This design comes from an exercise in tuning for small area on the open sky130 flow, not from production work. Only simulation tests tie the RTL to the original design; equivalence was not proved. Power and IR drop assume default switching activity.

[design/flow/config.mk]
export PLATFORM = sky130hd
export DESIGN_NAME = dual_wheel_incremental_pid_drive
export DESIGN_NICKNAME = dual_wheel_incremental_pid_drive
export VERILOG_FILES = /design/flow/design.v
export SDC_FILE = /design/flow/constraint.sdc
export NUM_CORES = 4
export LEC_CHECK = 0
export CAP_MARGIN = 20
export CORE_MARGIN = 2
export CORE_UTILIZATION = 40
export SLEW_MARGIN = 20
[design/flow/constraint.sdc]
create_clock -name core_clock -period 12.0 [get_ports {clk}]
set_input_delay 2.4000 -clock core_clock [delete_from_list [all_inputs] [get_ports {clk}]]
set_output_delay 2.4000 -clock core_clock [all_outputs]
set_load 0.01 [all_outputs]
[design/flow/design.v]
package dwpid_pkg;
	localparam int TICK_BITS = 16;
	localparam int DIV_NUM_BITS = 32;
	localparam int DIV_DEN_BITS = 16;
	localparam logic [2:0] CMD_FORWARD  = 3'd0;
	localparam logic [2:0] CMD_BACKWARD = 3'd1;
	localparam logic [2:0] CMD_LEFT     = 3'd2;
	localparam logic [2:0] CMD_RIGHT    = 3'd3;
	localparam logic [2:0] CMD_STOP     = 3'd4;
	localparam logic [1:0] DIR_STOP     = 2'd0;
	localparam logic [1:0] DIR_FORWARD  = 2'd1;
	localparam logic [1:0] DIR_BACKWARD = 2'd2;
	localparam logic [2:0] REG_KP    = 3'd0;
	localparam logic [2:0] REG_KI    = 3'd1;
	localparam logic [2:0] REG_KD    = 3'd2;
	localparam logic [2:0] REG_SCALE = 3'd3;
	localparam logic [2:0] REG_PWM   = 3'd4;
	localparam logic [2:0] REG_LIMIT = 3'd5;
	localparam logic [15:0] KP_RESET    = 16'd410;
	localparam logic [15:0] KI_RESET    = 16'd15;
	localparam logic [15:0] KD_RESET    = 16'd0;
	localparam logic [15:0] SCALE_RESET = 16'd256;
	localparam logic [15:0] PWM_RESET   = 16'd1000;
	localparam logic [14:0] LIMIT_RESET = 15'd670;
	typedef struct packed {
		logic [15:0] kp_centi;
		logic [15:0] ki_centi;
		logic [15:0] kd_centi;
		logic [15:0] velocity_scale;
		logic [15:0] pwm_max;
		logic [14:0] full_speed_limit;
	} cfg_t;
	typedef struct packed {
		logic [15:0]        duty;
		logic [1:0]         dir;
		logic signed [15:0] speed;
		logic signed [31:0] odometry;
	} lane_res_t;
endpackage
module dwpid_lane #(
	parameter bit LEFT = 1'b0
) (
	input  logic        clk,
	input  logic        arst_n,
	input  logic        c_load,
	input  logic        c_neg,
	input  logic        c_mul1,
	input  logic        c_meas,
	input  logic        c_pid,
	input  logic        c_clip,
	input  logic        c_div1,
	input  logic        c_mul2,
	input  logic        c_div2,
	input  logic        c_done,
	input  logic [5:0]  k,
	input  logic        ge17,
	input  logic        ge18,
	input  logic        ge19,
	input  logic        ge23,
	input  logic [1:0]  sub,
	input  logic        step,
	input  logic        last,
	input  logic [15:0] km,
	input  logic        p_bit,
	input  logic        n_bit,
	input  logic        spd_bit,
	input  logic        spd_min,
	input  logic [15:0] ticks,
	input  logic        tgtneg,
	input  logic        run,
	input  logic        fresh_od,
	input  logic        fresh_pid,
	input  logic        tseen,
	output logic [15:0] duty,
	output logic [1:0]  dir,
	output logic [15:0] speed,
	output logic [31:0] odometry
);
	logic [18:0] s_q;
	logic [15:0] q_q;
	logic [15:0] sp_q;
	logic [31:0] od_q;
	logic [22:0] acc_q;
	logic [16:0] e1_q, e2_q;
	logic tsign_sf, seen, c1, ovf_hi, e16_lo;
	logic ca, cu, cc, ct, c_a, c_b;
	logic tsign, ovf, e16, hi, lo, qseen, mseen, fseen, oc, ec, s1, s2, accs, sf, c_lat;
	assign tsign = tsign_sf;
	assign sf    = tsign_sf;
	assign ovf   = ovf_hi;
	assign hi    = ovf_hi;
	assign s1    = ovf_hi;
	assign e16   = e16_lo;
	assign lo    = e16_lo;
	assign s2    = e16_lo;
	assign accs  = c1;
	assign qseen = seen;
	assign mseen = seen;
	assign fseen = seen;
	assign c_lat = seen;    
	assign oc    = c1;
	assign ec    = c1;
	logic k_lt16;
	assign k_lt16 = (k[5:4] == 2'b00);
	logic        div;
	logic        x, xneg;
	logic [18:0] a_in, b_in, sum;
	logic        cin;
	logic        sneg;
	assign div  = c_div1 | c_div2;
	assign sneg = s_q[18];
	logic eb, e1b, e2b, sa, su, sc;
	assign eb  = q_q[0];
	logic wr_e;
	assign wr_e = c_pid & (sub == 2'd0) & ~ge17;
	assign e1b = ge17 ? s1 : (e1_q[0] & ~fresh_pid);
	assign e2b = ge17 ? s2 : (e2_q[0] & ~fresh_pid);
	assign sa  = eb ^ ~e1b ^ ca;
	assign su  = e1b ^ ~e2b ^ cu;
	assign sc  = sa ^ ~su ^ cc;
	always_comb begin
		x = 1'b0;
		xneg = 1'b0;
		if (c_mul1) x = k_lt16 & q_q[0];
		if (c_mul2) x = q_q[0];
		if (c_pid && !ge19) begin
			x = (sub == 2'd0) ? sa : (sub == 2'd1) ? eb : c_lat;
			xneg = (k == 6'd18);
		end
	end
	logic b_en, b_inv;
	logic div_add;
	assign div_add = div & (k != 6'd0);
	assign b_en  = div_add | x;
	assign b_inv = div ? ~sneg : xneg;
	assign a_in  = s_q;
	assign b_in  = {{3{b_en & b_inv}}, {16{b_en}} & (km ^ {16{b_inv}})};
	assign cin   = b_en & b_inv;
	logic [19:0] cy;
	assign cy[0] = cin;
	for (genvar i = 0; i < 19; i++) begin : g_add
		assign sum[i]  = a_in[i] ^ b_in[i] ^ cy[i];
		assign cy[i+1] = (a_in[i] & b_in[i]) | (cy[i] & (a_in[i] ^ b_in[i]));
	end
	logic        sgn_sh;
	logic [18:0] sr;
	assign sgn_sh = c_pid & ge18;
	assign sr     = {sgn_sh & sum[18], sum[18:1]};
	logic od_en, dsrc, db, od_s;
	assign od_en = c_neg | (c_mul1 & k_lt16);
	assign dsrc  = c_neg ? q_q[0] : tsign;
	assign db    = LEFT ? ~dsrc : dsrc;
	logic od0;
	assign od0   = od_q[0] & ~fresh_od;
	assign od_s  = od0 ^ db ^ oc;
	logic negbit;
	assign negbit = tsign ? (q_q[0] ^ qseen) : q_q[0];
	logic dneg, v, m, t, eraw, eclip, ebit;
	assign dneg  = LEFT ? ~tsign : tsign;
	assign v     = ovf ? (k == 6'd15) : q_q[0];
	assign m     = (k == 6'd16) ? sp_q[15] :
	               dneg ? (v ^ mseen) : (ovf ? (k != 6'd15) : q_q[0]);
	assign t     = tgtneg ? (spd_bit ^ tseen) : spd_bit;
	assign eraw  = t ^ ~m ^ ec;
	assign eclip = tgtneg & spd_min & dneg & ovf;
	assign ebit  = eclip ? k_lt16 : eraw;
	logic dd, accb, tb, za, zb;
	assign dd   = sum[0];
	assign accb = ge23 ? accs : (acc_q[0] & ~fresh_pid);
	assign tb   = accb ^ dd ^ ct;
	assign za   = p_bit ^ ~tb ^ c_a;
	assign zb   = tb ^ p_bit ^ c_b;
	logic f, g;
	assign f = hi ? p_bit : lo ? n_bit : acc_q[0];
	assign g = sf ? (f ^ fseen) : f;
	logic q_shr, q_top;
	assign q_shr = c_neg | c_mul1 | c_mul2 | (c_meas & k_lt16) | (c_pid & step) | c_clip;
	always_comb begin
		q_top = sum[0];                     
		if (c_neg) q_top = negbit;
		if (c_meas) q_top = ebit & run;
		if (c_pid) q_top = (k[5] | k[4]) ? q_q[15] : e16;
	end
	function automatic logic maj(input logic a, input logic b, input logic c);
		maj = (a & b) | (a & c) | (b & c);
	endfunction
	always_ff @(posedge clk) begin
		e1_q <= {wr_e ? eb : e1_q[0], e1_q[16:1]};
		e2_q <= {wr_e ? e1b : e2_q[0], e2_q[16:1]};
		if (od_en) od_q <= {od_s, od_q[31:1]};
		if (c_pid && step) begin
			if (!ge23) acc_q <= {tb, acc_q[22:1]};
		end
		if (c_clip) acc_q <= {f, acc_q[22:1]};
	end
	always_ff @(posedge clk) begin
		if (c_load || (c_pid && step && k == 6'd40) || (c_div1 && last))
			s_q <= '0;
		else if (div) s_q <= {sum[17:0], q_q[15]};
		else if (c_pid && !step) s_q <= sum;
		else s_q <= sr | {12'd0, c_clip & g, 6'd0};
		if (c_load) q_q <= ticks;
		else if (div) q_q <= {q_q[14:0], ~sum[18]};
		else if (q_shr) q_q <= {q_top, q_q[15:1]};
		if (c_meas && k_lt16) sp_q <= {m, sp_q[15:1]};
		if (c_load) begin
			tsign_sf <= ticks[15];
			seen     <= 1'b0;
			c1       <= LEFT;
		end
		if (c_neg) seen <= seen | q_q[0];
		if (od_en) c1 <= maj(od0, db, oc);
		if (c_mul1 && k == 6'd23) begin
			ovf_hi <= |s_q;
			seen   <= 1'b0;
			c1     <= 1'b1;
		end
		if (c_meas) begin
			seen <= seen | v;
			c1   <= maj(t, ~m, ec);
			if (k == 6'd16) begin
				e16_lo <= ebit;
				ca  <= 1'b1;
				cu  <= 1'b1;
				cc  <= 1'b1;
				ct  <= 1'b0;
				c_a <= 1'b1;
				c_b <= 1'b0;
			end
		end
		if (c_pid && sub == 2'd0 && !ge19) begin
			ca    <= maj(eb, ~e1b, ca);
			cu    <= maj(e1b, ~e2b, cu);
			cc    <= maj(sa, ~su, cc);
			seen  <= sc;
			if (k == 6'd16) begin
				ovf_hi <= e1b;
				e16_lo <= e2b;
			end
		end
		if (c_pid && step) begin
			ct  <= maj(accb, dd, ct);
			c_a <= maj(p_bit, ~tb, c_a);
			c_b <= maj(tb, p_bit, c_b);
			if (k == 6'd22) c1 <= accb;
			if (k == 6'd40) begin
				ovf_hi <= za;
				e16_lo <= zb;
				tsign_sf <= za ? 1'b0 : zb ? 1'b1 : acc_q[22];
				seen   <= 1'b0;
			end
		end
		if (c_clip) seen <= seen | f;
	end
	assign duty     = q_q;
	logic nz;
	assign nz       = |q_q;
	assign dir      = {nz & sf, nz & ~sf};
	assign speed    = sp_q;
	assign odometry = od_q;
endmodule
module dual_wheel_incremental_pid_drive #(
	parameter int TICK_BITS = dwpid_pkg::TICK_BITS
) (
	input  logic                        clk,
	input  logic                        arst_n,
	input  logic                        psel,
	input  logic                        penable,
	input  logic                        pwrite,
	input  logic [4:0]                  paddr,
	input  logic [31:0]                 pwdata,
	output logic [31:0]                 prdata,
	output logic                        pready,
	input  logic                        in_valid,
	output logic                        in_stall,
	input  logic [2:0]                  cmd,
	input  logic signed [15:0]          speed,
	input  logic signed [TICK_BITS-1:0] left_ticks,
	input  logic signed [TICK_BITS-1:0] right_ticks,
	output logic                        out_valid,
	input  logic                        out_stall,
	output logic [15:0]                 left_duty,
	output logic [1:0]                  left_dir,
	output logic [15:0]                 right_duty,
	output logic [1:0]                  right_dir,
	output logic signed [15:0]          left_speed,
	output logic signed [15:0]          right_speed,
	output logic signed [31:0]          left_odometry,
	output logic signed [31:0]          right_odometry
);
	dwpid_pkg::cfg_t cfg_q;
	assign pready = 1'b1;
	dwpid_pkg::cfg_t cfg_r;
	logic [5:0]      rst_f;
	logic            wr;
	assign wr = psel && penable && pwrite;
	always_ff @(posedge clk or negedge arst_n) begin
		if (!arst_n) begin
			rst_f <= '1;
		end else if (wr) begin
			unique case (paddr[4:2])
				dwpid_pkg::REG_KP:    rst_f[0] <= 1'b0;
				dwpid_pkg::REG_KI:    rst_f[1] <= 1'b0;
				dwpid_pkg::REG_KD:    rst_f[2] <= 1'b0;
				dwpid_pkg::REG_SCALE: rst_f[3] <= 1'b0;
				dwpid_pkg::REG_PWM:   rst_f[4] <= 1'b0;
				dwpid_pkg::REG_LIMIT: rst_f[5] <= 1'b0;
				default: ;
			endcase
		end
	end
	always_ff @(posedge clk) begin
		if (wr) begin
			unique case (paddr[4:2])
				dwpid_pkg::REG_KP:    cfg_r.kp_centi         <= pwdata[15:0];
				dwpid_pkg::REG_KI:    cfg_r.ki_centi         <= pwdata[15:0];
				dwpid_pkg::REG_KD:    cfg_r.kd_centi         <= pwdata[15:0];
				dwpid_pkg::REG_SCALE: cfg_r.velocity_scale   <= pwdata[15:0];
				dwpid_pkg::REG_PWM:   cfg_r.pwm_max          <= pwdata[15:0];
				dwpid_pkg::REG_LIMIT: cfg_r.full_speed_limit <= pwdata[14:0];
				default: ;
			endcase
		end
	end
	assign cfg_q.kp_centi         = rst_f[0] ? dwpid_pkg::KP_RESET    : cfg_r.kp_centi;
	assign cfg_q.ki_centi         = rst_f[1] ? dwpid_pkg::KI_RESET    : cfg_r.ki_centi;
	assign cfg_q.kd_centi         = rst_f[2] ? dwpid_pkg::KD_RESET    : cfg_r.kd_centi;
	assign cfg_q.velocity_scale   = rst_f[3] ? dwpid_pkg::SCALE_RESET : cfg_r.velocity_scale;
	assign cfg_q.pwm_max          = rst_f[4] ? dwpid_pkg::PWM_RESET   : cfg_r.pwm_max;
	assign cfg_q.full_speed_limit = rst_f[5] ? dwpid_pkg::LIMIT_RESET : cfg_r.full_speed_limit;
	logic [5:0][15:0] reg_raw;
	logic [5:0][15:0] reg_rst;
	assign reg_raw[0] = cfg_r.kp_centi;
	assign reg_raw[1] = cfg_r.ki_centi;
	assign reg_raw[2] = cfg_r.kd_centi;
	assign reg_raw[3] = cfg_r.velocity_scale;
	assign reg_raw[4] = cfg_r.pwm_max;
	assign reg_raw[5] = {1'b0, cfg_r.full_speed_limit};
	assign reg_rst[0] = dwpid_pkg::KP_RESET;
	assign reg_rst[1] = dwpid_pkg::KI_RESET;
	assign reg_rst[2] = dwpid_pkg::KD_RESET;
	assign reg_rst[3] = dwpid_pkg::SCALE_RESET;
	assign reg_rst[4] = dwpid_pkg::PWM_RESET;
	assign reg_rst[5] = {1'b0, dwpid_pkg::LIMIT_RESET};
	function automatic logic [15:0] regsel(input logic [5:0] sel, input logic [5:0] rf,
	                                       input logic [5:0][15:0] raw,
	                                       input logic [5:0][15:0] rst);
		regsel = '0;
		for (int r = 0; r < 6; r++) begin
			regsel = regsel | ({16{sel[r] & ~rf[r]}} & raw[r]) | ({16{sel[r] & rf[r]}} & rst[r]);
		end
	endfunction
	logic [5:0] psel_r;
	for (genvar r = 0; r < 6; r++) begin : g_psel
		assign psel_r[r] = (paddr[4:2] == 3'(r));
	end
	assign prdata = {16'd0, regsel(psel_r, rst_f, reg_raw, reg_rst)};
	typedef enum logic [3:0] {
		PH_IDLE = 4'd0, PH_NEG = 4'd1, PH_MEAS = 4'd2, PH_WAIT = 4'd3, PH_PID = 4'd4,
		PH_CLIP = 4'd5, PH_DONE = 4'd6, PH_MUL1 = 4'd8, PH_MUL2 = 4'd9, PH_DIV1 = 4'd12,
		PH_DIV2 = 4'd13
	} ph_t;
	ph_t        ph_q;
	logic [5:0] k_q;
	logic [1:0] sub_q;
	logic       out_valid_q;
	logic [4:0] r17_q;
	always_ff @(posedge clk or negedge arst_n) begin
		if (!arst_n) r17_q <= '0;
		else r17_q <= (r17_q == 5'd16) ? 5'd0 : r17_q + 5'd1;
	end
	logic       start, step, last, run;
	assign start = (ph_q == PH_IDLE) && in_valid && (!out_valid_q || !out_stall);
	assign run   = (cmd <= dwpid_pkg::CMD_RIGHT);
	logic ge17, ge18, ge19, ge23;
	assign ge17 = k_q[5] | (k_q[4] & (|k_q[3:0]));
	assign ge18 = k_q[5] | (k_q[4] & (|k_q[3:1]));
	assign ge19 = k_q[5] | (k_q[4] & (k_q[3] | k_q[2] | (k_q[1] & k_q[0])));
	assign ge23 = k_q[5] | (k_q[4] & (k_q[3] | (k_q[2] & k_q[1] & k_q[0])));
	assign step  = (ph_q == PH_PID) ? (ge19 || (sub_q == 2'd2)) : 1'b1;
	assign last  = (k_q == 6'd16);
	always_ff @(posedge clk or negedge arst_n) begin
		if (!arst_n) begin
			ph_q        <= PH_IDLE;
			k_q         <= '0;
			sub_q       <= '0;
			out_valid_q <= 1'b0;
		end else begin
			if (out_valid_q && !out_stall) out_valid_q <= 1'b0;
			k_q <= k_q + 6'd1;
			unique case (ph_q)
				PH_IDLE: begin
					k_q <= '0;
					if (start) ph_q <= PH_NEG;
				end
				PH_NEG: if (k_q == 6'd15) begin ph_q <= PH_MUL1; k_q <= '0; end
				PH_MUL1: if (k_q == 6'd23) begin ph_q <= PH_MEAS; k_q <= '0; end
				PH_MEAS: if (k_q == 6'd16) begin
					ph_q <= run ? PH_WAIT : PH_DONE;
					k_q  <= '0;
					sub_q <= '0;
				end
				PH_WAIT: begin
					k_q <= '0;
					if (r17_q == 5'd16) ph_q <= PH_PID;
				end
				PH_PID: begin
					if (!step) begin
						k_q   <= k_q;
						sub_q <= sub_q + 2'd1;
					end else begin
						sub_q <= '0;
						if (k_q == 6'd40) begin ph_q <= PH_CLIP; k_q <= '0; end
					end
				end
				PH_CLIP: if (k_q == 6'd22) begin ph_q <= PH_DIV1; k_q <= '0; end
				PH_DIV1: if (k_q == 6'd16) begin ph_q <= PH_MUL2; k_q <= '0; end
				PH_MUL2: if (k_q == 6'd15) begin ph_q <= PH_DIV2; k_q <= '0; end
				PH_DIV2: if (k_q == 6'd16) begin ph_q <= PH_DONE; k_q <= '0; end
				PH_DONE: begin
					ph_q        <= PH_IDLE;
					out_valid_q <= 1'b1;
				end
				default: ph_q <= PH_IDLE;
			endcase
		end
	end
	assign in_stall  = (ph_q != PH_DONE);
	assign out_valid = out_valid_q;
	logic        lim_zero;
	assign lim_zero = rst_f[5] ? 1'b0 : (cfg_r.full_speed_limit == 15'd0);
	logic [5:0]  ksel;
	logic [15:0] km;
	assign ksel[0] = (ph_q == PH_PID) && (sub_q == 2'd0);
	assign ksel[1] = (ph_q == PH_PID) && (sub_q == 2'd1);
	assign ksel[2] = (ph_q == PH_PID) && (sub_q == 2'd2);
	assign ksel[3] = (ph_q == PH_MUL1);
	assign ksel[4] = (ph_q == PH_MUL2);
	assign ksel[5] = (ph_q == PH_DIV2);
	assign km = regsel(ksel, rst_f, reg_raw, reg_rst)
	          | {15'd0, ksel[5] & lim_zero}
	          | ((ph_q == PH_DIV1) ? 16'd100 : 16'd0);
	logic       gbit, p_bit, n_bit, nseen;
	logic [3:0] dl;
	logic [1:0] pc;
	logic        pu;
	logic [16:0] lvr, lvc;
	logic        gr, gc;
	assign lvr  = {cfg_r.full_speed_limit[14:1], cfg_r.full_speed_limit[0] | lim_zero, 2'b00};
	assign lvc  = {dwpid_pkg::LIMIT_RESET, 2'b00};
	assign gr   = k_q[5] ? 1'b0 : k_q[4] ? ((k_q[3:0] == 4'd0) & lvr[16]) : lvr[k_q[3:0]];
	assign gc   = k_q[5] ? 1'b0 : k_q[4] ? ((k_q[3:0] == 4'd0) & lvc[16]) : lvc[k_q[3:0]];
	assign gbit = rst_f[5] ? gc : gr;
	assign pu    = gbit ^ dl[2] ^ pc[0];
	assign p_bit = pu ^ dl[3] ^ pc[1];
	assign n_bit = p_bit ^ nseen;
	always_ff @(posedge clk) begin
		if ((ph_q == PH_MEAS && k_q == 6'd16) || (ph_q == PH_PID && k_q == 6'd40 && step)) begin
			dl    <= '0;
			pc    <= '0;
			nseen <= 1'b0;
		end else if ((ph_q == PH_PID || ph_q == PH_CLIP) && step) begin
			dl    <= {dl[2:0], gbit};
			pc    <= {(pu & dl[3]) | (pc[1] & (pu ^ dl[3])),
			          (gbit & dl[2]) | (pc[0] & (gbit ^ dl[2]))};
			nseen <= nseen | p_bit;
		end
	end
	logic fresh_od, fresh_pid, tseen;
	always_ff @(posedge clk or negedge arst_n) begin
		if (!arst_n) begin
			fresh_od  <= 1'b1;
			fresh_pid <= 1'b1;
		end else begin
			if (ph_q == PH_MUL1 && k_q == 6'd15) fresh_od <= 1'b0;
			if (ph_q == PH_PID && k_q == 6'd40 && step) fresh_pid <= 1'b0;
		end
	end
	always_ff @(posedge clk) begin
		if (ph_q == PH_MEAS) tseen <= tseen | spd_bit;
		else tseen <= 1'b0;
	end
	logic spd_bit, spd_min;
	assign spd_bit = speed[(k_q[4]) ? 4'd15 : k_q[3:0]];
	assign spd_min = (speed == 16'sh8000);
	logic ltn, rtn;
	assign ltn = (cmd == dwpid_pkg::CMD_BACKWARD) || (cmd == dwpid_pkg::CMD_LEFT);
	assign rtn = (cmd == dwpid_pkg::CMD_BACKWARD) || (cmd == dwpid_pkg::CMD_RIGHT);
	logic c_load, c_neg, c_mul1, c_meas, c_pid, c_clip, c_div1, c_mul2, c_div2, c_done;
	assign c_load = start;
	assign c_neg  = (ph_q == PH_NEG);
	assign c_mul1 = (ph_q == PH_MUL1);
	assign c_meas = (ph_q == PH_MEAS);
	assign c_pid  = (ph_q == PH_PID);
	assign c_clip = (ph_q == PH_CLIP);
	assign c_div1 = (ph_q == PH_DIV1);
	assign c_mul2 = (ph_q == PH_MUL2);
	assign c_div2 = (ph_q == PH_DIV2);
	assign c_done = (ph_q == PH_DONE);
	dwpid_lane #(.LEFT(1'b1)) u_left (
		.clk, .arst_n, .c_load, .c_neg, .c_mul1, .c_meas, .c_pid, .c_clip, .c_div1, .c_mul2,
		.c_div2, .c_done, .k(k_q), .ge17, .ge18, .ge19, .ge23, .sub(sub_q), .step, .last, .km, .p_bit, .n_bit, .spd_bit,
		.spd_min, .ticks(left_ticks), .tgtneg(ltn), .run, .fresh_od, .fresh_pid, .tseen,
		.duty(left_duty), .dir(left_dir), .speed(left_speed), .odometry(left_odometry)
	);
	dwpid_lane #(.LEFT(1'b0)) u_right (
		.clk, .arst_n, .c_load, .c_neg, .c_mul1, .c_meas, .c_pid, .c_clip, .c_div1, .c_mul2,
		.c_div2, .c_done, .k(k_q), .ge17, .ge18, .ge19, .ge23, .sub(sub_q), .step, .last, .km, .p_bit, .n_bit, .spd_bit,
		.spd_min, .ticks(right_ticks), .tgtneg(rtn), .run, .fresh_od, .fresh_pid, .tseen,
		.duty(right_duty), .dir(right_dir), .speed(right_speed), .odometry(right_odometry)
	);
endmodule
[design/flow/flow/run.sh]
#!/bin/bash
# The standard layout (standard.sh) with three options changed:
#  - synthesis runs flow/my_synth.tcl: the standard synthesis script, except that the
#    technology mapping uses Yosys's own (area-oriented) ABC script instead of ORFS's
#    delay-oriented one; registers, their names and cell types are unchanged;
#  - the port buffers are the smallest buffer cell;
#  - clock tree synthesis uses clkbuf_16 leaf clusters of up to 24 sinks and no dummy loads.
# All tool output goes to standard.log here and to ORFS's per-step logs under orfs/logs.
set -euo pipefail
HERE=$(pwd)
export BUFFER_PORTS_ARGS="-buffer_cell sky130_fd_sc_hd__buf_1"
export CTS_ARGS="-sink_clustering_enable -repair_clock_nets -sink_clustering_size 8 -sink_clustering_max_diameter 60 -buf_list sky130_fd_sc_hd__clkbuf_4 -dont_use_dummy_load"
bash standard.sh SYNTH_SCRIPT="$HERE/flow/my_synth.tcl" finish > standard.log 2>&1
[design/flow/flow/my_synth.tcl]
proc synth {args} { yosys synth -nofsm -noshare {*}$args }
# Same as synth_recipe.tcl (the standard synthesis), with ABC called without the ORFS script,
# constraint file and delay target.
# Technology mapping with Yosys's own ABC script for liberty mapping (area oriented), in place of
# ORFS's delay-oriented script; the -liberty and -dont_use arguments are kept.
proc abc {args} {
  set keep {}
  set i 0
  while {$i < [llength $args]} {
    set a [lindex $args $i]
    if {$a eq "-liberty" || $a eq "-dont_use"} {
      lappend keep $a [lindex $args [expr {$i + 1}]]
      incr i 2
    } elseif {$a eq "-script" || $a eq "-constr" || $a eq "-D"} {
      incr i 2
    } else {
      lappend keep $a
      incr i
    }
  }
  yosys abc {*}$keep
}
source $::env(SCRIPTS_DIR)/synth.tcl
# left out here: clear keep_hierarchy, flatten, clean up, hide names made inside functions, write 1_2_yosys.v
[design/flow/standard.sh]
#!/bin/bash
# synth_recipe.tcl (not shown) runs the flow's synth.tcl, then flattens the netlist and writes it again
# the make line also repeats each setting of config.mk as NAME=value (left out here)
make -C /OpenROAD-flow-scripts/flow DESIGN_CONFIG=/design/flow/config.mk WORK_HOME=/design/flow/orfs CLKGATE_MAP_FILE= SYNTH_SCRIPT=/design/flow/synth_recipe.tcl "${@:-finish}"
==> flow_summary.ini, run 1 <==
[status]
run_status = timing/DRC/antenna clean

[worst_setup_path]
critical_path.most_common_cell = fa_1
worst_path_slowest_cell = fa_1
cp_data_required_time_ns = 12.60
worst_setup_path_end_kind = flip-flop
r2r_cells = 35
rrSetupSlack_ns = 0.59
crit_path_dat_ns = 12.01
crit-reg2reg-launch = k_q[0]$_DFFE_PN0N_
max_incr_delay_on_cp_ns = 0.60
worst_r2r_endpoint = u_left.s_q[17]$_SDFF_PP0_
cp_max_fo = 16
critical_path.startpoint_type = flip-flop
worst-setup-path-type = flip-flop to flip-flop

[floorplanning]
die_w_um = 218
dieArea_sq_mm = 0.0474
io_pins = 262
core_sq_mm = 0.0453
floorplan.initialDensity_pct = 40.4
chipHeight_um = 218
placementRows = 78

[timing]
fin_hold_ws_ns = 0.320
worst_slew_pin_slew_ns = 1.07
slew_violations = 0
postLayoutSetupSlackWorst_ns = 0.592
time_the_final_worst_path_needs_with_i_o_delays_and_setup_ns = 11.41
fmaxAchievable_ghz = 0.0877
rsz0062_at_grt = true
totalNegativeSetupSlack_ns = 0
setup_viol = 0
final_period_utilization_pct = 95.1
worst_clk_skew_ns = 0.101
finalHoldViolCount = 0
relSlewSlack_pct = 27.5

[detailed_routing]
wl_mm = 49.0
vias_per_cell = 5.62
first_pass_iters = 9
ant_nets_after_route = 0
drcViolationCount = 0
dr_total_vias = 13300
wire_per_inst_um = 20.7
drt_first_iter_violations = 1181

[power_and_ir_drop]
cellLeakagePower_nw = 7.07
ir_worst_vdd_v = 0.000126
power_density_over_cell_area_mw_per_mm2 = 257
post-layout-total-power_mw = 5.31

[clock_network]
clkLatencyLatePin_ns = 0.83
clock-sinks = 431
ctsHoldBuffers = 0
clk_root_buffer_cell = clkbuf_4
clock_path_buffers = 3
worst_setup_hold_path_clk_slew_ns = 0.10
cts.repair.resized = 1
cts_setup_buffers = 0
cts_made_buffers = 61
cts_htree_levels = 2
tritoncts = done

[synthesis]
synthesis.area_sq_mm = 0.0183
syn-mean-instance-area_sq_um = 12.7
syn-instance-count = 1444
synth_seq_cells = 431
dominantRegCellSynth = edfxtp_1
postSynth.asyncResetShare_pct = 6.03
synth_sequential_area_ratio_pct = 63.4
synth_enable_flop_cells = 281
ys_warn_count = 3
netlist-cell-type-count = 57

[final_layout]
postLayoutCellArea_sq_mm = 0.0206
area_delta_synth_final_pct = 12.9
net_count_reported_at_finish = 1931
post-route-util_pct = 45.6
fraction_of_final_layout_cells_with_drive_strength_greater_than_1_pct = 7.20
layout_fillers = 4258
layoutNonFillerInstCount = 2364

[grt]
grt_pass1_vias = 13000
antenna_found_initial = 2
first_pass_grt_wire_length_mm = 74.5
overflow = 0
globalRouteTotalUtil_pct = 20.4
grt_start_max_net_pins = 88

[worst_hold_path]
hold_end = u_right.e2_q[12]$_DFF_P_
timing.hold.worst.class = flip-flop to flip-flop
worstHoldStart = u_right.e2_q[13]$_DFF_P_
worstHoldPathCells = 0

[place]
gp_congestion = 0.940
number_of_placed_instances_taps_included = 2301
dp_hpwl_mm = 33.8
io_buffers = 226
postPlaceCellArea_sq_mm = 0.0201
place_ws_ns = 0.112

[run]
drv_cap = 0
-- state kept, by name (all words and copies together) (netlist names), 5 cells and up --
signal,flops
u_right.e1_q,17
k_q,6
u_right.acc_q,23
u_left.s_q,19
u_left.sp_q,16
rst_f,6
u_right.sp_q,16
u_left.acc_q,23
r17_q,5
u_left.e1_q,17
cfg_r,95
u_right.e2_q,17
u_right.q_q,16
u_left.od_q,32
u_left.q_q,16
u_right.od_q,32
u_right.s_q,19
u_left.e2_q,17
-- cell usage in the layout, fill, tap and decap left out, drive strengths merged, types with 4 or more instances in the layout --
master / count
nor2b: 13
clkinv: 79
nor4b: 6
o21ai: 41
conb: 17
nand4: 7
o211ai: 6
ha: 17
a22o: 6
a222oi: 41
or2: 5
a221oi: 12
fa: 54
dfxtp: 124
nand2b: 9
a21oi: 48
mux2: 8
xnor2: 8
edfxtp: 281
nor3: 40
nand3b: 7
o31ai: 7
dfrtp: 18
a22oi: 35
nand2: 115
and2: 16
mux2i: 35
dfstp: 8
nor4: 29
buf: 261
nor2: 197
clkbuf: 62
a31oi: 6
a21boi: 4
and3: 8
a211oi: 41
o22ai: 27
nand3: 26
-- worst max-delay path by stage --
stage / slack [ns] / end / start / cells past startpoint
floorplan: 0.49 / u_left.s_q[17]$_SDFF_PP0_ / k_q[0]$_DFFE_PN0N_ / 35
global placement: 0.24 / u_right.s_q[17]$_SDFF_PP0_ / k_q[0]$_DFFE_PN0N_ / 35
detailed placement: 0.11 / u_right.s_q[17]$_SDFF_PP0_ / k_q[0]$_DFFE_PN0N_ / 35
CTS: 0.08 / u_right.s_q[17]$_SDFF_PP0_ / k_q[0]$_DFFE_PN0N_ / 35
global route: -0.03 / u_left.s_q[17]$_SDFF_PP0_ / k_q[0]$_DFFE_PN0N_ / 35
finish: 0.59 / u_left.s_q[17]$_SDFF_PP0_ / k_q[0]$_DFFE_PN0N_ / 35
-- area by class of cell --
class / count / area [sq um] / area share [%]
timing repair buffer: 262 / 1140 / 5.51
inverter: 79 / 297 / 1.44
multi-input combinational: 930 / 6410 / 31.1
tap: 600 / 751 / 3.64
antenna: 1 / 2.50 / 0.0121
sequential: 431 / 11600 / 56.1
clock buffer: 61 / 458 / 2.22
-- power by group --
part	switching (mW)	leakage [nW]	internal [mW]
registers	0.266	3.88	2.08
logic	1.42	2.91	0.847
clock network	0.464	0.281	0.231
total	2.15	7.07	3.16
-- synth_stat cells, types with 17 or more instances --
| cell type | number | area share (%) |
|---|---|---|
| dfrtp_1 | 18 | 2.5 |
| fa_1 | 54 | 5.9 |
| nand3_1 | 26 | 0.71 |
| nor4_1 | 29 | 0.99 |
| clkinv_1 | 79 | 1.6 |
| o22ai_1 | 27 | 0.92 |
| nand2_1 | 115 | 2.4 |
| a21oi_1 | 48 | 1.3 |
| o21ai_0 | 41 | 1.1 |
| dfxtp_1 | 124 | 14 |
| mux2i_1 | 35 | 1.9 |
| nor3_1 | 40 | 1.1 |
| edfxtp_1 | 281 | 46 |
| ha_1 | 17 | 1.2 |
| a22oi_1 | 35 | 1.4 |
| a222oi_1 | 41 | 2.2 |
| nor2_1 | 197 | 4.0 |
| buf_4 | 19 | 0.78 |
| a211oi_1 | 41 | 1.7 |
-- worst max-delay path: cells and delay by family, from the launching register on --
kind | cells | cell delay [ns]
AO/OA/AOI/OAI | 4 | 0.65
adder cells (fa/ha/maj) | 20 | 8.39
multiplexers | 1 | 0.08
buffers and inverters | 4 | 0.45
flip-flops | 1 | 0.40
AND/OR/NAND/NOR | 6 | 1.19
-- layer usage --
| metal | track usage (%) | up-vias | routed length [um] |
|---|---|---|---|
| met5 | 0 | - | 11 |
| met1 | 26.4 | 6504 | 20400 |
| met4 | 9.05 | 2 | 1580 |
| met2 | 33.1 | 599 | 23300 |
| li1 | - | 6066 | - |
| met3 | 4.31 | 115 | 3770 |
-- kinds of logic (layout without fill, tap and decap cells) --
kind of cell	Yosys count	in the layout	share of synthesized area (%)
other cells	2	18	0.0411
compound gates	294	294	11.4
xor+xnor	9	9	0.431
buf+inv	98	402	2.40
mux	46	46	2.78
flops	431	431	63.4
fa+ha+maj	71	71	7.08
simple gates	493	493	12.4
==> run 2: changes to the inputs <==
--- a/design/flow/design.v
+++ b/design/flow/design.v
@@ -142,3 +142,3 @@
 		assign sum[i]  = a_in[i] ^ b_in[i] ^ cy[i];
-		assign cy[i+1] = (a_in[i] & b_in[i]) | (cy[i] & (a_in[i] ^ b_in[i]));
+		assign cy[i+1] = (a_in[i] & b_in[i]) | (a_in[i] & cy[i]) | (b_in[i] & cy[i]);
 	end
--- a/design/flow/flow/run.sh
+++ b/design/flow/flow/run.sh
@@ -6,3 +6,3 @@
 #  - the port buffers are the smallest buffer cell;
-#  - clock tree synthesis uses clkbuf_16 leaf clusters of up to 24 sinks and no dummy loads.
+#  - clock tree synthesis uses clkbuf_4 leaf clusters of up to 9 sinks and no dummy loads.
 # All tool output goes to standard.log here and to ORFS's per-step logs under orfs/logs.
==> run 2 against run 1 <==
Effect of this change:
- hold slack got worse by 0.051 ns
- first-iteration DRC count rose by 38%
- final cell count rose by 0.17%
- maximum frequency fell by 0.81%
- non-clock buffer count rose by 13
- routed wire length fell by 0.59%
- sequential share of layout area rose by 0.12 points
- register-to-register slack got worse by 0.09 ns
==> flow_summary.ini, run 2 <==
[timing]
final_period_utilization_pct = 95.8
fmaxAchievable_ghz = 0.0869
setup_viol = 0
slew_violations = 0
relSlewSlack_pct = 26.1
time_the_final_worst_path_needs_with_i_o_delays_and_setup_ns = 11.50
finalHoldViolCount = 0
totalNegativeSetupSlack_ns = 0
worst_clk_skew_ns = 0.0787
worst_slew_pin_slew_ns = 1.11

[synthesis]
post_synth_main_area_contributors = edfxtp_1 (47%), dfxtp_1 (14%), fa_1 (6.0%), nand2_1 (4.0%), o21ai_0 (2.7%)
synth.most_common_cell = edfxtp_1
synth_top_area_cell = edfxtp_1
synth_seq_cells = 431
synth.cells.most_frequent = edfxtp_1 (281), nand2_1 (194), dfxtp_1 (124), nor2_1 (122), o21ai_0 (96)
synthesis.area_sq_mm = 0.0181
dominantRegCellSynth = edfxtp_1
netlist-cell-type-count = 59
ys_warn_count = 3
synth_sequential_area_ratio_pct = 63.9
syn-instance-count = 1427
syn-mean-instance-area_sq_um = 12.7
synth.top_cell.area_share_pct = 46.5
synth_enable_flop_cells = 281
postSynth.asyncResetShare_pct = 6.03

[run]
drv_cap = 0

[worst_setup_path]
crit_path_dat_ns = 11.96
worst_path_slowest_cell = fa_1
worst-setup-path-type = flip-flop to flip-flop
crit-reg2reg-launch = k_q[0]$_DFFE_PN0N_
cp-startpoint = k_q[0]$_DFFE_PN0N_
rrSetupSlack_ns = 0.50
cp_max_fo = 5
max_incr_delay_on_cp_ns = 0.53
worst_setup_path_end_kind = flip-flop
critical_path.most_common_cell = fa_1
critical_path.startpoint_type = flip-flop
cp_data_required_time_ns = 12.46

[floorplanning]
io_pins = 262
chipHeight_um = 217
floorplan.initialDensity_pct = 40.2
die_w_um = 217
placementRows = 78
dieArea_sq_mm = 0.0470
core_sq_mm = 0.0451

[power_and_ir_drop]
power_density_over_cell_area_mw_per_mm2 = 227
swShare_pct = 38.7
cellLeakagePower_nw = 7.37
power_share_of_the_clock_group_pct = 15.5
ir_worst_vdd_v = 0.000107
net-switching-power_mw = 1.81
post-layout-total-power_mw = 4.68
p_int_mw = 2.87
comb_power_share_pct = 35.9
pwr-share-seq_pct = 48.7

[place]
dp_hpwl_mm = 33.8
postPlaceCellArea_sq_mm = 0.0201
gp_congestion = 0.902
io_buffers = 226

[final_layout]
post-route-util_pct = 45.7
largest_register_ffs = 95
fraction_of_final_layout_cells_with_drive_strength_greater_than_1_pct = 7.99
postLayoutCellArea_sq_mm = 0.0206
commonest_cells_after_routing_fill_and_taps_aside = edfxtp_1 (281), buf_1 (225), nand2_1 (194), dfxtp_1 (124), nor2_1 (116)
biggestRegsByFlops = cfg_r (95), u_left.od_q (32), u_right.od_q (32)
area_delta_synth_final_pct = 13.6
max_flop_register = cfg_r
net_count_reported_at_finish = 1932
layout.cells.most_common = edfxtp_1

[clock_network]
cts_setup_buffers = 0
cts_made_buffers = 66
cts_htree_levels = 3
tritoncts = done
clkLatencyLatePin_ns = 0.79
clk_root_buffer_cell = clkbuf_4
clock_path_buffers = 3
clock-sinks = 431
ctsHoldBuffers = 0
worst_setup_hold_path_clk_slew_ns = 0.10
cts.repair.resized = 0

[worst_hold_path]
worstHoldStart = u_right.e2_q[6]$_DFF_P_
timing.hold.worst.class = flip-flop to flip-flop

[grt]
overflow = 0
grt_start_max_net_pins = 69
first_pass_grt_wire_length_mm = 73.7
globalRouteTotalUtil_pct = 20.3
antenna_found_initial = 3
grt_pass1_vias = 12700

[detailed_routing]
wl_mm = 48.7
vias_per_cell = 5.61
dr_total_vias = 13300
wire_per_inst_um = 20.6
ant_nets_after_route = 0
drt_first_iter_violations = 1625
drcViolationCount = 0
first_pass_iters = 7

[status]
run_status = timing/DRC/antenna clean
==> run 2: cell count changes in the layout (fill, tap and decap cells not counted), sizes merged, moves of 6 or more <==
cell | before | now
nor2 | 197 | 122
buf | 261 | 274
clkinv | 79 | 44
nor3 | 40 | 13
a222oi | 41 | 34
a31oi | 6 | 36
nand3 | 26 | 20
a211oi | 41 | 10
o22ai | 27 | 21
nand2 | 115 | 194
o21ai | 41 | 96
and3 | 8 | 14
==> run 2: per-stage QoR <==
stage / hold WS [ns] / setup slack, ns / std cells
after global routing: 0.324 / -0.106 / 2368
after detailed placement: 0.312 / 0.239 / 2298
after global placement: 0.310 / 0.385 / 2297
final: 0.269 / 0.499 / 2368
after floorplan: 0.310 / 0.357 / 1442
after CTS: 0.284 / 0.188 / 2364
==> run 2: area by class of cell <==
type / count / area (sq um)
fillers: 4201 / 24500
flip-flops and latches: 431 / 11600
multi-input cells: 947 / 6360
repair buffers: 275 / 1220
well taps: 600 / 751
clock buffers: 66 / 495
inverters: 45 / 169
diodes: 4 / 10.0
==> run 2: per-layer routing <==
| layer | GRT usage, % | vias to the layer above | part of all wire, % |
|---|---|---|---|
| li1 | - | 6075 | - |
| met1 | 27.4 | 6398 | 42 |
| met2 | 31.7 | 704 | 45 |
| met3 | 4.89 | 112 | 9.6 |
| met4 | 8.33 | 2 | 3.0 |
| met5 | 0 | - | 0.029 |
==> run 2: logic make-up after synthesis <==
kind of cell / share of synthesized area [%]
multiplexers: 2.33
other: 0.0414
AO/OA/AOI/OAI: 12.4
flip-flops: 63.9
adder cells (fa/ha/maj): 7.14
buffers and inverters: 1.72
XOR/XNOR: 0.435
AND/OR/NAND/NOR: 12.0
==> run 2: final timing paths <==
path | endpoint | cells past startpoint
max in group asynchronous | r17_q[4]$_DFF_PN0_ | 1
hold / removal | u_right.e2_q[5]$_DFF_P_ | 0
setup / recovery | u_right.q_q[0]$_DFFE_PP_ | 34
min in group asynchronous | out_valid_q$_DFFE_PN0P_ | 1
hold reg to reg | u_right.e2_q[5]$_DFF_P_ | 0
setup reg to reg | u_right.q_q[0]$_DFFE_PP_ | 34
==> run 2: power groups by stage <==
stage	logic [mW]	clock network, mW	registers [mW]
2_1_floorplan	0.994	0	2.32
3_3_place_gp	1.65	0	2.29
3_5_place_dp	1.67	0	2.30
4_1_cts	1.68	0.752	2.27
5_1_grt	1.88	0.813	2.31
6_report	1.68	0.723	2.28
==> run 2: worst max-delay path, delay by kind of cell, from the launching register on <==
kind / cells / cell delay, ns
DFF: 1 / 0.39
muxes: 1 / 0.14
AOI/OAI and AO/OA: 4 / 0.71
adders and majority gates: 20 / 8.25
buffers and inverters: 3 / 0.34
and+or+nand+nor: 4 / 0.88
xor gates and xnor gates: 2 / 0.50
==> run 3: changes to the inputs <==
--- a/design/flow/flow/run.sh
+++ b/design/flow/flow/run.sh
@@ -6,3 +6,3 @@
 #  - the port buffers are the smallest buffer cell;
-#  - clock tree synthesis uses clkbuf_4 leaf clusters of up to 9 sinks and no dummy loads.
+#  - clock tree synthesis uses clkbuf_4 leaf clusters of up to 8 sinks and no dummy loads.
 # All tool output goes to standard.log here and to ORFS's per-step logs under orfs/logs.
==> run 3 against run 2 <==
Effect of this change:
- still clean
- routed wire length unchanged
- maximum frequency unchanged
- sequential power about the same
- critical path depth unchanged
- die area unchanged
- synthesized area unchanged
- first-iteration DRC count unchanged
- largest cell class unchanged
- highest routed layer unchanged
==> flow_summary.ini, run 3 <==
[synthesis]
synth_top_area_cell = edfxtp_1
synth_sequential_area_ratio_pct = 63.9
ys_warn_count = 3
syn-instance-count = 1427
synth_enable_flop_cells = 281
dominantRegCellSynth = edfxtp_1
postSynth.asyncResetShare_pct = 6.03
netlist-cell-type-count = 59
post_synth_main_area_contributors = edfxtp_1 (47%), dfxtp_1 (14%), fa_1 (6.0%), nand2_1 (4.0%), o21ai_0 (2.7%)
synth.most_common_cell = edfxtp_1
synth.cells.most_frequent = edfxtp_1 (281), nand2_1 (194), dfxtp_1 (124), nor2_1 (122), o21ai_0 (96)
synthesis.area_sq_mm = 0.0181
syn-mean-instance-area_sq_um = 12.7
synth.top_cell.area_share_pct = 46.5
synth_seq_cells = 431

[final_layout]
layoutNonFillerInstCount = 2368
commonest_cells_after_routing_fill_and_taps_aside = edfxtp_1 (281), buf_1 (225), nand2_1 (194), dfxtp_1 (124), nor2_1 (116)
register_area_sq_mm = 0.0116
area_of_combinational_cells_with_multiple_inputs_sq_mm = 0.00636
layout_fillers = 4201
largest_register_ffs = 95
biggestRegsByFlops = cfg_r (95), u_left.od_q (32), u_right.od_q (32)
fraction_of_final_layout_cells_with_drive_strength_greater_than_1_pct = 7.99
max_flop_register = cfg_r
net_count_reported_at_finish = 1932
layout.cells.most_common = edfxtp_1
area_delta_synth_final_pct = 13.6
postLayoutCellArea_sq_mm = 0.0206

[worst_setup_path]
critPathTopFamily = adder cells
cp_max_fo = 5
worst_r2r_endpoint = u_right.q_q[0]$_DFFE_PP_
crit_path_end = u_right.q_q[0]$_DFFE_PP_
worst-setup-path-type = flip-flop to flip-flop
max_incr_delay_on_cp_ns = 0.53
crit-reg2reg-launch = k_q[0]$_DFFE_PN0N_
critical_path.most_common_cell = fa_1
worst_path_slowest_cell = fa_1
r2r_cells = 34
cp_data_required_time_ns = 12.46
rrSetupSlack_ns = 0.50
cp-startpoint = k_q[0]$_DFFE_PN0N_
worst-path-stages = 34
critical_path.startpoint_type = flip-flop
crit_path_dat_ns = 11.96
timing.critical_path.buf_inv = 3
worst_setup_path_end_kind = flip-flop

[power_and_ir_drop]
post-layout-total-power_mw = 4.68
ir_worst_vdd_v = 0.000107
net-switching-power_mw = 1.81
power_density_over_cell_area_mw_per_mm2 = 227
comb_power_share_pct = 35.9
power_share_of_the_clock_group_pct = 15.5
swShare_pct = 38.7
pwr-share-seq_pct = 48.7
p_int_mw = 2.87
cellLeakagePower_nw = 7.37

[timing]
finalHoldViolCount = 0
relSlewSlack_pct = 26.1
setup_viol = 0
worst_slew_pin_slew_ns = 1.11
worst_clk_skew_ns = 0.0787
time_the_final_worst_path_needs_with_i_o_delays_and_setup_ns = 11.50
slew_violations = 0
fmaxAchievable_ghz = 0.0869
final_period_utilization_pct = 95.8

[run]
drv_cap = 0

[clock_network]
cts_made_buffers = 66
clkLatencyLatePin_ns = 0.79
clock_path_buffers = 3
clock-sinks = 431
clk_root_buffer_cell = clkbuf_4
cts_htree_levels = 3
worst_setup_hold_path_clk_slew_ns = 0.10
ctsHoldBuffers = 0
tritoncts = done

[detailed_routing]
first_pass_iters = 7
ant_nets_after_route = 0
drcViolationCount = 0
drt_first_iter_violations = 1625
dr_total_vias = 13300
wire_per_inst_um = 20.6
wl_mm = 48.7
vias_per_cell = 5.61

[floorplanning]
placementRows = 78
floorplan.initialDensity_pct = 40.2
dieArea_sq_mm = 0.0470
die_w_um = 217
io_pins = 262
chipHeight_um = 217
core_sq_mm = 0.0451

[grt]
globalRouteTotalUtil_pct = 20.3
overflow = 0
first_pass_grt_wire_length_mm = 73.7
grt_pass1_vias = 12700
grt_start_max_net_pins = 69
antenna_found_initial = 3

[status]
run_status = timing/DRC/antenna clean

[place]
io_buffers = 226
dp_hpwl_mm = 33.8
gp_congestion = 0.902
postPlaceCellArea_sq_mm = 0.0201
number_of_placed_instances_taps_included = 2298

[worst_hold_path]
timing.hold.worst.class = flip-flop to flip-flop
worstHoldPathCells = 0
[run 3: cell counts after synthesis]
No cell type changed its count.
[run 3: cell families (layout without fill, tap and decap cells)]
family                   count (synthesis)  in the layout  share of synthesized area (%)
flip-flops                             431            431                           63.9
multiplexers                            38             38                           2.33
adder cells (fa/ha/maj)                 71             71                           7.14
AND/OR/NAND/NOR                        473            473                           12.0
other                                    2             21                         0.0414
XOR/XNOR                                 9              9                          0.435
buffers and inverters                   64            386                           1.72
AO/OA/AOI/OAI                          339            339                           12.4
[run 3: worst min-delay path by stage]
stage | startpoint | to
after floorplan | u_left.e1_q[1]$_DFF_P_ | u_left.e1_q[0]$_DFF_P_
after global placement | u_right.e2_q[10]$_DFF_P_ | u_right.e2_q[9]$_DFF_P_
after detailed placement | u_left.e2_q[12]$_DFF_P_ | u_left.e2_q[11]$_DFF_P_
after CTS | u_right.e2_q[6]$_DFF_P_ | u_right.e2_q[5]$_DFF_P_
after global routing | u_right.e2_q[6]$_DFF_P_ | u_right.e2_q[5]$_DFF_P_
final | u_right.e2_q[6]$_DFF_P_ | u_right.e2_q[5]$_DFF_P_
[run 3: worst reg2reg max path: cells and delay by family, from the launching register on]
kind,cells,cell delay [ns]
buf+inv,3,0.34
flops,1,0.39
xor+xnor,2,0.50
fa+ha+maj,20,8.25
compound gates,4,0.71
simple gates,4,0.89
mux,1,0.14
[run 3: cell type report]
cell class	count	area share [%]
timing repair buffer	275	5.93
multi-input combinational	947	30.9
sequential	431	56.2
antenna	4	0.0486
tap	600	3.65
inverter	45	0.820
clock buffer	66	2.41
[run 3: stage by stage]
step                TNS [ns]  setup WS, ns  utilization [%]  hold WS [ns]
finish                     0         0.499             45.7         0.269
global route          -0.153        -0.106             45.7         0.324
CTS                        0         0.188             45.6         0.284
detailed placement         0         0.239             44.5         0.312
global placement           0         0.385             44.5         0.310
floorplan                  0         0.357                -         0.310
[run 3: routing by layer]
layer / GRT usage, % / routed length (um) / vias to the layer above
li1: - / - / 6075
met2: 31.7 / 22100 / 704
met5: 0 / 14 / -
met1: 27.4 / 20400 / 6398
met4: 8.33 / 1480 / 2
met3: 4.89 / 4660 / 112
[run 3: power by group through the flow]
stage / Clock [mW] / Sequential (mW) / Combinational, mW
floorplan: 0 / 2.32 / 0.994
global placement: 0 / 2.29 / 1.65
detailed placement: 0 / 2.30 / 1.67
CTS: 0.752 / 2.27 / 1.68
global route: 0.813 / 2.31 / 1.88
finish: 0.723 / 2.28 / 1.68
[run 3: timing repair]
item	4_1_cts	5_1_grt
setup endpoints to repair	0	6
setup buffers	0	0
resized for setup	0	5
==> run 4: changes to the inputs <==
==> design/flow/flow/run.sh (replaced) <==
#!/bin/bash
# The standard layout (standard.sh) with three options changed:
#  - synthesis runs flow/my_synth.tcl: the standard synthesis script, except that the
#    technology mapping uses Yosys's own (area-oriented) ABC script instead of ORFS's
#    delay-oriented one; registers, their names and cell types are unchanged;
#  - the port buffers are the smallest buffer cell;
#  - clock tree synthesis uses clkbuf_4 leaf clusters of up to 9 sinks and no dummy loads.
# All tool output goes to standard.log here and to ORFS's per-step logs under orfs/logs.
set -euo pipefail
HERE=$(pwd)
export BUFFER_PORTS_ARGS="-buffer_cell sky130_fd_sc_hd__buf_1"
export CTS_ARGS="-sink_clustering_enable -repair_clock_nets -sink_clustering_size 9 -sink_clustering_max_diameter 60 -buf_list sky130_fd_sc_hd__clkbuf_4 -dont_use_dummy_load"
bash standard.sh SYNTH_SCRIPT="$HERE/flow/my_synth.tcl" finish > standard.log 2>&1
==> run 4 against run 3 <==
Effect of this change:
- still clean on timing, DRC and antenna
- sequential share of layout area rose by 0.21 points
- clock skew rose by 0.064 ns
- combinational power barely moved
- largest power group unchanged
- final cell count fell by 0.46%
- total power fell by 1.2%
- register-to-register slack barely moved
- non-clock buffer count did not move
- highest routed layer unchanged
- hold slack got worse by 0.034 ns
- sequential power barely moved
- routed wire length barely moved
- die area did not move
==> flow_summary.ini, run 4 <==
[timing]
slew_violations = 0
relSlewSlack_pct = 24.9
finalHoldViolCount = 0
worst_clk_skew_ns = 0.142
totalNegativeSetupSlack_ns = 0
fmaxAchievable_ghz = 0.0869
worst_slew_pin_slew_ns = 1.13
time_the_final_worst_path_needs_with_i_o_delays_and_setup_ns = 11.50
setup_viol = 0
final_period_utilization_pct = 95.9
postLayoutSetupSlackWorst_ns = 0.497

[final_layout]
largest_register_ffs = 95
biggestRegsByFlops = cfg_r (95), u_left.od_q (32), u_right.od_q (32)
net_count_reported_at_finish = 1922
layout.cells.most_common = edfxtp_1
fraction_of_final_layout_cells_with_drive_strength_greater_than_1_pct = 7.47
max_flop_register = cfg_r
area_delta_synth_final_pct = 13.2
layout_fillers = 4199
commonest_cells_after_routing_fill_and_taps_aside = edfxtp_1 (281), buf_1 (225), nand2_1 (194), dfxtp_1 (124), nor2_1 (116)
postLayoutCellArea_sq_mm = 0.0205

[synthesis]
synth_enable_flop_cells = 281
synth_seq_cells = 431
ys_warn_count = 3
synth.most_common_cell = edfxtp_1
synth_top_area_cell = edfxtp_1
dominantRegCellSynth = edfxtp_1
synth.cells.most_frequent = edfxtp_1 (281), nand2_1 (194), dfxtp_1 (124), nor2_1 (122), o21ai_0 (96)
post_synth_main_area_contributors = edfxtp_1 (47%), dfxtp_1 (14%), fa_1 (6.0%), nand2_1 (4.0%), o21ai_0 (2.7%)
synth.top_cell.area_share_pct = 46.5
syn-mean-instance-area_sq_um = 12.7
syn-instance-count = 1427
synth_sequential_area_ratio_pct = 63.9
postSynth.asyncResetShare_pct = 6.03
netlist-cell-type-count = 59
synthesis.area_sq_mm = 0.0181

[worst_setup_path]
max_incr_delay_on_cp_ns = 0.53
critical_path.startpoint_type = flip-flop
worst_setup_path_end_kind = flip-flop
cp_data_required_time_ns = 12.66
crit_path_dat_ns = 12.16
worst-setup-path-type = flip-flop to flip-flop
critical_path.most_common_cell = fa_1
timing.critical_path.buf_inv = 3
worst_path_slowest_cell = fa_1
cp_max_fo = 5
critPathTopFamily = adder cells

[clock_network]
clkLatencyLatePin_ns = 0.80
cts_made_buffers = 56
worst_setup_hold_path_clk_slew_ns = 0.12
ctsHoldBuffers = 0
tritoncts = done
cts_setup_buffers = 0
cts.repair.resized = 0
cts_htree_levels = 2
clock-sinks = 431
clock_path_buffers = 3
clk_root_buffer_cell = clkbuf_4

[floorplanning]
io_pins = 262
chipHeight_um = 217
core_sq_mm = 0.0451
placementRows = 78
floorplan.initialDensity_pct = 40.2
dieArea_sq_mm = 0.0470
die_w_um = 217

[power_and_ir_drop]
post-layout-total-power_mw = 4.62
cellLeakagePower_nw = 7.32
power_density_over_cell_area_mw_per_mm2 = 225
ir_worst_vdd_v = 0.000106

[detailed_routing]
drt_first_iter_violations = 1519
wire_per_inst_um = 20.6
vias_per_cell = 5.62
ant_nets_after_route = 0
wl_mm = 48.7
drcViolationCount = 0
first_pass_iters = 9
dr_total_vias = 13300

[place]
gp_congestion = 0.902
io_buffers = 226
dp_hpwl_mm = 33.8
place_ws_ns = 0.239
postPlaceCellArea_sq_mm = 0.0201

[grt]
first_pass_grt_wire_length_mm = 73.2
overflow = 0
grt_start_max_net_pins = 69
globalRouteTotalUtil_pct = 20.1
grt_pass1_vias = 12600
antenna_found_initial = 3

[status]
run_status = timing/DRC/antenna clean

[worst_hold_path]
timing.hold.worst.class = flip-flop to flip-flop

[run]
drv_cap = 0
run 4: cell types whose count changed in the layout (fill, tap and decap cells not counted):
cell,delta
diode_2,-1
clkbuf_4,-10
run 4: layout make-up:
type / instances / area, sq um / area share, %
Antenna cell: 3 / 7.51 / 0.0366
Clock buffer: 56 / 420 / 2.05
Inverter: 45 / 169 / 0.823
Multi-Input combinational cell: 947 / 6360 / 31.0
Sequential cell: 431 / 11600 / 56.5
Tap cell: 600 / 751 / 3.66
Timing Repair Buffer: 275 / 1220 / 5.95
run 4: report_power, final:
| part | internal, mW | switching (mW) |
|---|---|---|
| Clock | 0.213 | 0.455 |
| Sequential | 2.03 | 0.247 |
| Combinational | 0.585 | 1.09 |
| Total | 2.83 | 1.79 |
run 4: cell families after synthesis:
logic type,count (synthesis),share of synthesized area (%)
other,2,0.0414
AO/OA/AOI/OAI,339,12.4
adder cells (fa/ha/maj),71,7.14
AND/OR/NAND/NOR,473,12.0
flip-flops,431,63.9
multiplexers,38,2.33
XOR/XNOR,9,0.435
buffers and inverters,64,1.72
run 4: worst register-to-register path: cells and delay by family, from the launching register on:
family / cells / cell delay, ns
adder cells (fa/ha/maj): 20 / 8.25
AND/OR/NAND/NOR: 4 / 0.90
AO/OA/AOI/OAI: 5 / 0.88
XOR/XNOR: 2 / 0.50
flip-flops: 1 / 0.40
buffers and inverters: 3 / 0.34
multiplexers: 1 / 0.14
run 4: per-stage QoR:
step	cells	hold WS, ns	util (%)
final	2357	0.235	45.5
after global routing	2356	0.279	45.5
after CTS	2354	0.263	45.4
after detailed placement	2298	0.312	44.5
after global placement	2297	0.310	44.5
after floorplan	1442	0.310	-
run 4: path summary, 6_finish.rpt:
path,depth (start not counted),endpoint,slack [ns],start
max,35,u_right.s_q[17]$_SDFF_PP0_,0.50,k_q[0]$_DFFE_PN0N_
min,0,u_left.e2_q[14]$_DFF_P_,0.23,u_left.e2_q[15]$_DFF_P_
max reg2reg,35,u_right.s_q[17]$_SDFF_PP0_,0.50,k_q[0]$_DFFE_PN0N_
min reg2reg,0,u_left.e2_q[14]$_DFF_P_,0.23,u_left.e2_q[15]$_DFF_P_
max in group asynchronous,1,r17_q[4]$_DFF_PN0_,9.80,arst_n
min in group asynchronous,1,k_q[3]$_DFFE_PN0N_,1.70,arst_n
run 4: per-layer routing:
metal / routed length [um] / share of wire, % / GRT usage (%)
met5: 13 / 0.027 / 0
met4: 1700 / 3.5 / 7.99
met3: 4650 / 9.6 / 4.53
met2: 21700 / 45 / 31.4
met1: 20600 / 42 / 27.5
==> run 5: changes to the inputs <==
--- a/design/flow/design.v
+++ b/design/flow/design.v
@@ -175,2 +175,7 @@
 	assign g = sf ? (f ^ fseen) : f;
+	logic s_clr, s_sl, s_sm, s_sr;
+	assign s_clr = c_load | (c_pid & step & (k == 6'd40)) | (c_div1 & last);
+	assign s_sl  = ~s_clr & div;
+	assign s_sm  = ~s_clr & c_pid & ~step;
+	assign s_sr  = ~s_clr & ~div & ~(c_pid & ~step);
 	logic q_shr, q_top;
@@ -196,7 +201,4 @@
 	always_ff @(posedge clk) begin
-		if (c_load || (c_pid && step && k == 6'd40) || (c_div1 && last))
-			s_q <= '0;
-		else if (div) s_q <= {sum[17:0], q_q[15]};
-		else if (c_pid && !step) s_q <= sum;
-		else s_q <= sr | {12'd0, c_clip & g, 6'd0};
+		s_q <= ({19{s_sl}} & {sum[17:0], q_q[15]}) | ({19{s_sm}} & sum)
+		       | ({19{s_sr}} & (sr | {12'd0, c_clip & g, 6'd0}));
 		if (c_load) q_q <= ticks;
==> design/flow/flow/run.sh (replaced) <==
#!/bin/bash
# The standard layout (standard.sh) with three options changed:
#  - synthesis runs flow/my_synth.tcl: the standard synthesis script, except that the
#    technology mapping uses Yosys's own (area-oriented) ABC script instead of ORFS's
#    delay-oriented one; registers, their names and cell types are unchanged;
#  - the port buffers are the smallest buffer cell;
#  - clock tree synthesis uses clkbuf_4 leaf clusters of up to 8 sinks and no dummy loads.
# All tool output goes to standard.log here and to ORFS's per-step logs under orfs/logs.
set -euo pipefail
HERE=$(pwd)
export BUFFER_PORTS_ARGS="-buffer_cell sky130_fd_sc_hd__buf_1"
export CTS_ARGS="-sink_clustering_enable -repair_clock_nets -sink_clustering_size 8 -sink_clustering_max_diameter 60 -buf_list sky130_fd_sc_hd__clkbuf_4 -dont_use_dummy_load"
bash standard.sh SYNTH_SCRIPT="$HERE/flow/my_synth.tcl" finish > standard.log 2>&1
==> run 5 against run 4 <==
Effect of this change:
- critical path depth decreased by 4
- synthesized cell count shrank 3.3%
- non-clock buffer count unchanged
- total power grew 9.6%
- sequential cell count unchanged
- sequential share of layout area up 0.28 points
- die area down 0.68%
- combinational power rose by 23%
- setup slack hardly changed
- first-iteration DRC count down 13%
- core utilization rose by 0.56 points
- final cell count fell by 2.2%
==> flow_summary.ini, run 5 <==
[final_layout]
fraction_of_final_layout_cells_with_drive_strength_greater_than_1_pct = 7.89
layoutNonFillerInstCount = 2305
layout.cells.most_common = edfxtp_1
largest_register_ffs = 95
commonest_cells_after_routing_fill_and_taps_aside = edfxtp_1 (281), buf_1 (225), nand2_1 (139), dfxtp_1 (124), nor2_1 (111)
biggestRegsByFlops = cfg_r (95), u_left.od_q (32), u_right.od_q (32)
post-route-util_pct = 46.1
net_count_reported_at_finish = 1880
max_flop_register = cfg_r
area_delta_synth_final_pct = 13.4

[place]
number_of_placed_instances_taps_included = 2242
io_buffers = 226
dp_hpwl_mm = 34.1
gp_congestion = 0.944

[power_and_ir_drop]
ir_worst_vdd_v = 0.0000805
power_share_of_the_clock_group_pct = 13.6
net-switching-power_mw = 2.01
p_int_mw = 3.05
cellLeakagePower_nw = 6.97
comb_power_share_pct = 40.8
power_density_over_cell_area_mw_per_mm2 = 248
swShare_pct = 39.7
pwr-share-seq_pct = 45.6

[timing]
relSlewSlack_pct = 21.1
time_the_final_worst_path_needs_with_i_o_delays_and_setup_ns = 11.50
slew_violations = 0
fmaxAchievable_ghz = 0.0869
setup_viol = 0
rsz0062_at_grt = false
worst_slew_pin_slew_ns = 1.17
finalHoldViolCount = 0
worst_clk_skew_ns = 0.159
final_period_utilization_pct = 95.9
totalNegativeSetupSlack_ns = 0

[clock_network]
cts_setup_buffers = 0
clkLatencyLatePin_ns = 0.82
worst_setup_hold_path_clk_slew_ns = 0.10
cts.repair.resized = 0
clock-sinks = 431
tritoncts = done
clk_root_buffer_cell = clkbuf_4
cts_htree_levels = 2
clock_path_buffers = 3
cts_made_buffers = 61
ctsHoldBuffers = 0

[worst_setup_path]
cp_data_required_time_ns = 12.48
critical_path.most_common_cell = fa_1
cp-startpoint = k_q[5]$_DFFE_PN0N_
max_incr_delay_on_cp_ns = 0.60
cp_max_fo = 17
crit_path_dat_ns = 11.99
critPathTopFamily = adder cells
timing.critical_path.buf_inv = 2
critical_path.startpoint_type = flip-flop
crit-reg2reg-launch = k_q[5]$_DFFE_PN0N_
worst-setup-path-type = flip-flop to flip-flop
worst-path-stages = 31
worst_setup_path_end_kind = flip-flop
r2r_cells = 31
worst_path_slowest_cell = fa_1

[worst_hold_path]
timing.hold.worst.class = flip-flop to flip-flop
worstHoldPathCells = 0
worstHoldStart = u_right.e2_q[10]$_DFF_P_

[floorplanning]
io_pins = 262
dieArea_sq_mm = 0.0467
die_w_um = 216
placementRows = 77
core_sq_mm = 0.0443
chipHeight_um = 216
floorplan.initialDensity_pct = 40.6

[synthesis]
synth_seq_cells = 431
netlist-cell-type-count = 62
postSynth.asyncResetShare_pct = 6.03
synth.cells.most_frequent = edfxtp_1 (281), nand2_1 (140), dfxtp_1 (124), nor2_1 (118), clkinv_1 (78)
syn-mean-instance-area_sq_um = 13.0
ys_warn_count = 3
synth.top_cell.area_share_pct = 46.9
synthesis.area_sq_mm = 0.0180
synth_top_area_cell = edfxtp_1
dominantRegCellSynth = edfxtp_1
synth.most_common_cell = edfxtp_1
syn-instance-count = 1380
synth_sequential_area_ratio_pct = 64.3
post_synth_main_area_contributors = edfxtp_1 (47%), dfxtp_1 (14%), fa_1 (6.0%), nand2_1 (2.9%), dfrtp_1 (2.5%)
synth_enable_flop_cells = 281

[detailed_routing]
wire_per_inst_um = 21.0
vias_per_cell = 5.66
drt_first_iter_violations = 1322
wl_mm = 48.3
ant_nets_after_route = 0
dr_total_vias = 13000
first_pass_iters = 6
drcViolationCount = 0

[grt]
antenna_found_initial = 1
globalRouteTotalUtil_pct = 20.2
first_pass_grt_wire_length_mm = 73.5
grt_start_max_net_pins = 65
overflow = 0
grt_pass1_vias = 12800

[run]
drv_cap = 0

[status]
run_status = timing/DRC/antenna clean
[run 5: area by class of cell]
| type | count | area (sq um) |
|---|---|---|
| multi-input combinational | 867 | 6110 |
| clock buffer | 61 | 458 |
| fill | 4123 | 23900 |
| antenna | 1 | 2.50 |
| inverter | 78 | 293 |
| sequential | 431 | 11600 |
| timing repair buffer | 275 | 1230 |
| tap | 592 | 741 |
[run 5: logic make-up after synthesis]
logic type	Yosys count	share of synthesized area [%]
other	2	0.0417
multiplexers	41	2.50
XOR/XNOR	9	0.438
AND/OR/NAND/NOR	408	10.6
adder cells (fa/ha/maj)	71	7.19
flip-flops	431	64.3
AO/OA/AOI/OAI	321	12.5
buffers and inverters	97	2.42
[run 5: layer usage]
metal | vias up | GRT usage, % | routed length, um
li1 | 5879 | - | -
met2 | 624 | 32.8 | 22400
met1 | 6426 | 27.1 | 20500
met5 | - | 0 | 0
met3 | 106 | 3.94 | 4020
met4 | 0 | 7.63 | 1300
[run 5: power groups by stage]
stage	combinational (mW)	clock, mW	sequential (mW)
2_1_floorplan	1.28	0	2.34
3_3_place_gp	2.02	0	2.33
3_5_place_dp	2.06	0	2.34
4_1_cts	2.07	0.723	2.31
5_1_grt	2.29	0.780	2.35
6_report	2.07	0.688	2.31
[run 5: path summary, 6_finish.rpt]
check	slack (ns)	endpoint
worst max-delay path	0.50	u_left.q_q[0]$_DFFE_PP_
worst min-delay path	0.23	u_right.e2_q[9]$_DFF_P_
worst max register to register	0.50	u_left.q_q[0]$_DFFE_PP_
worst min register to register	0.23	u_right.e2_q[9]$_DFF_P_
max in group asynchronous	9.79	sub_q[1]$_DFFE_PN0P_
min in group asynchronous	1.63	ph_q[2]$_DFFE_PN0P_
[run 5: through the flow]
stage	power [mW]	cell area (sq um)	hold WS (ns)	setup WS, ns
3_3_place_gp	4.35	19900	0.311	0.406
5_1_grt	5.42	20400	0.211	0.00282
4_1_cts	5.10	20400	0.207	0.187
3_5_place_dp	4.40	19900	0.312	0.334
6_report	5.06	20400	0.229	0.497
2_1_floorplan	3.62	18100	0.310	0.231

## static timing again, ports no longer ideal
The results above use ideal ports. As a check the final layouts listed here were re-extracted and re-timed, cells and wires unchanged.
Step 1 sets driving cells, clkbuf_16 on the clock port and buf_2 on the other inputs (assumed; they add their load-dependent delay and slew).
Step 2, shift: input delay + t, output delay - t, t = (earliest + latest rising clock arrival at the registers) / 2. This alone moves slack from input paths to output paths.
Three values: ideal, step 1, step 2; two values: the first two.
run	t, ns	slack for setup (ns)	hold WS [ns]
run 1	0.823	0.592 / 0.592 / 0.592	0.320 / 0.320 / 0.320
run 2	0.799	0.499 / 0.499 / 0.499	0.269 / 0.269 / 0.269
run 3	0.799	0.499 / 0.499 / 0.499	0.269 / 0.269 / 0.269
run 4	0.781	0.497 / 0.497 / 0.497	0.235 / 0.235 / 0.235
run 5	0.791	0.497 / 0.497 / 0.497	0.229 / 0.229 / 0.229
After both steps every run listed still meets setup and hold.
